Background: an optimization exercise with open tools, aiming at small area, a short achievable clock period and few clock cycles. Do not read the settings as production practice. Only simulation tests tie the RTL to the original design; equivalence was not proved. Power and IR drop assume default switching activity.

== P ==
==> flow/design.v (excerpt) <==
module block_render_top (
    input  logic        sysclk,
    input  logic        reset,
    input  logic        wb_cyc,
    input  logic        wb_stb,
    input  logic        wb_we,
    input  logic [7:0]  wb_adr,
    input  logic [7:0]  wb_dat_w,
    input  logic        scan_start,
    input  logic        vtx_ready,
    output logic [7:0]  wb_dat_r,
    output logic        wb_ack,
    output logic        scan_busy,
    output logic        scan_done,
    output logic        vtx_valid,
    output logic [10:0] vtx_x,
    output logic [10:0] vtx_y,
    output logic [5:0]  vtx_z,
    output logic [2:0]  vtx_color,
    output logic [3:0]  vtx_faces,
    output logic        vtx_last
);
    logic [2:0]       ph;         
    logic [2:0]       phn;        
    logic             clearing;   
    logic             clearing_d;
    logic             wr_go;      
    logic             wr_go_d;
    logic [4:0]       wrow;       
    logic [4:0]       wrow_d;
    logic [3:0]       wcol;
    logic [2:0]       wdat;
    logic             wpend;
    logic             wpend_d;
    logic             wload;      
    logic [3:0][29:0] tap;
    logic [4:0]       a_row;
    logic [3:0]       a_col;
    logic             a_ok;
    assign phn        = (ph == 3'd4) ? 3'd0 : ph + 3'd1;
  ...
clock: 8.0 ns
lec_check: 0
cap_margin: 20
core_margin: 2
core_utilization: 65
cts_buf_list: sky130_fd_sc_hd__clkbuf_8
cts_cluster_diameter: 80
cts_cluster_size: 15
setup_slack_margin: 5
slew_margin: 20
run.sh (not shown) runs the stock make flow with config.mk's settings and CLKGATE_MAP_FILE= SYNTH_SCRIPT=/design/flow/synth_recipe.tcl, a recipe that flattens the netlist after the stock synthesis.
Testbench counts of P, summed over its fixed seeds: cycles 142,189.
#### Input delta (Q over P)
# P
export LEC_CHECK = 0
export CAP_MARGIN = 20
export CORE_MARGIN = 2
export CORE_UTILIZATION = 65
export CTS_BUF_LIST = sky130_fd_sc_hd__clkbuf_8
export CTS_CLUSTER_DIAMETER = 80
export CTS_CLUSTER_SIZE = 15
export SETUP_SLACK_MARGIN = 5
export SLEW_MARGIN = 20
create_clock -name core_clock -period 8.0 [get_ports {sysclk}]
# Q
export LEC_CHECK = 0
export CAP_MARGIN = 20
export CORE_MARGIN = 2
export CORE_UTILIZATION = 75
export CTS_CLUSTER_DIAMETER = 120
export CTS_CLUSTER_SIZE = 25
export SETUP_SLACK_MARGIN = 5
export SLEW_MARGIN = 20
create_clock -name core_clock -period 8.0 [get_ports {sysclk}]
Results
The lower post-route cell area of P and Q is in P.
Via count of the first global-routing pass: higher on Q
The die of Q is smaller than the one used in P.
Going from P to Q, data required time of the worst path shrinks by 0.11 ns.
Relative to P, clock-buffer cell count has decreased by 11 in Q.
P leaves more setup margin than Q.
Capturing element of the worst setup path = rem[4]$_DFFE_PP_: P; capturing element of the worst setup path = rem[8]$_DFFE_PP_: Q
Between Q and P, the clock-pin slew on the worst setup and hold paths figures differ only marginally.
The worst clock skew in Q sits 0.0074 ns below the value recorded for P.
Part of the total power dissipated in combinational logic in Q is 0.2 points lower than in P
Overall via count from detail_route grows by a few percent when moving from P to Q.
Relative to P, the horizontal extent of the die of Q is lower by about 7%.
Changes in R relative to Q:
# Q
export LEC_CHECK = 0
export CAP_MARGIN = 20
export CORE_MARGIN = 2
export CORE_UTILIZATION = 75
export CTS_CLUSTER_DIAMETER = 120
export CTS_CLUSTER_SIZE = 25
export SETUP_SLACK_MARGIN = 5
export SLEW_MARGIN = 20
create_clock -name core_clock -period 8.0 [get_ports {sysclk}]
# R
export LEC_CHECK = 0
export CAP_MARGIN = 20
export CORE_MARGIN = 2
export CORE_UTILIZATION = 65
export CTS_CLUSTER_DIAMETER = 100
export CTS_CLUSTER_SIZE = 28
export SETUP_SLACK_MARGIN = 5
export SLEW_MARGIN = 20
create_clock -name core_clock -period 8.0 [get_ports {sysclk}]
Notes after the runs:
- R completed; timing, DRC and antenna clean
- Q completed every stage of the flow, and the final layout passed the timing, DRC and antenna checks.
- On sequential fraction of total cell area: between R and Q, it ends up lower for Q.
- Compare R and Q | largest net degree at the start of global routing lower: Q
- Compared with Q, in R initial core utilization decreased 10 points, post-CTS setup buffer count saw a decrease, floorplan die width went up, final period demand of the worst path now sits lower.
- R vs Q, CTS buffer count went down by 5.
- Min non-clock buffer count across R and Q: Q

what the ideal ports hide:
The flow's constraints put no driver on any port. The routed layouts listed below were extracted and timed again, unchanged, in two steps. Step 1 (the two cells are an assumption about what drives the block):
set clk [get_ports {sysclk}]
set_driving_cell -lib_cell sky130_fd_sc_hd__clkbuf_16 $clk
set_driving_cell -lib_cell sky130_fd_sc_hd__buf_2 [delete_from_list [all_inputs] $clk]
Step 2 also shifts input and output timing later by t, the mid clock arrival at the registers, as if the neighbouring blocks saw the same clock. Three values: ideal, step 1, step 2; two values: the first two.
| run | shift t [ns] | setup WS [ns] | worst data-port slew with drivers (ns) | pins driven straight from the clock port |
|---|---|---|---|---|
| P | 0.685 | 4.924 / 4.924 / 4.513 | 0.03 | 1 |
| Q | 0.593 | 4.916 / 4.916 / 4.542 | 0.03 | 1 |
| R | 0.661 | 4.934 / 4.934 / 4.507 | 0.03 | 1 |
After both steps setup and hold are still met in every run listed. The setup slack of R, which loses most, moves by 0.000 ns with the drivers and by -0.427 ns with both steps.
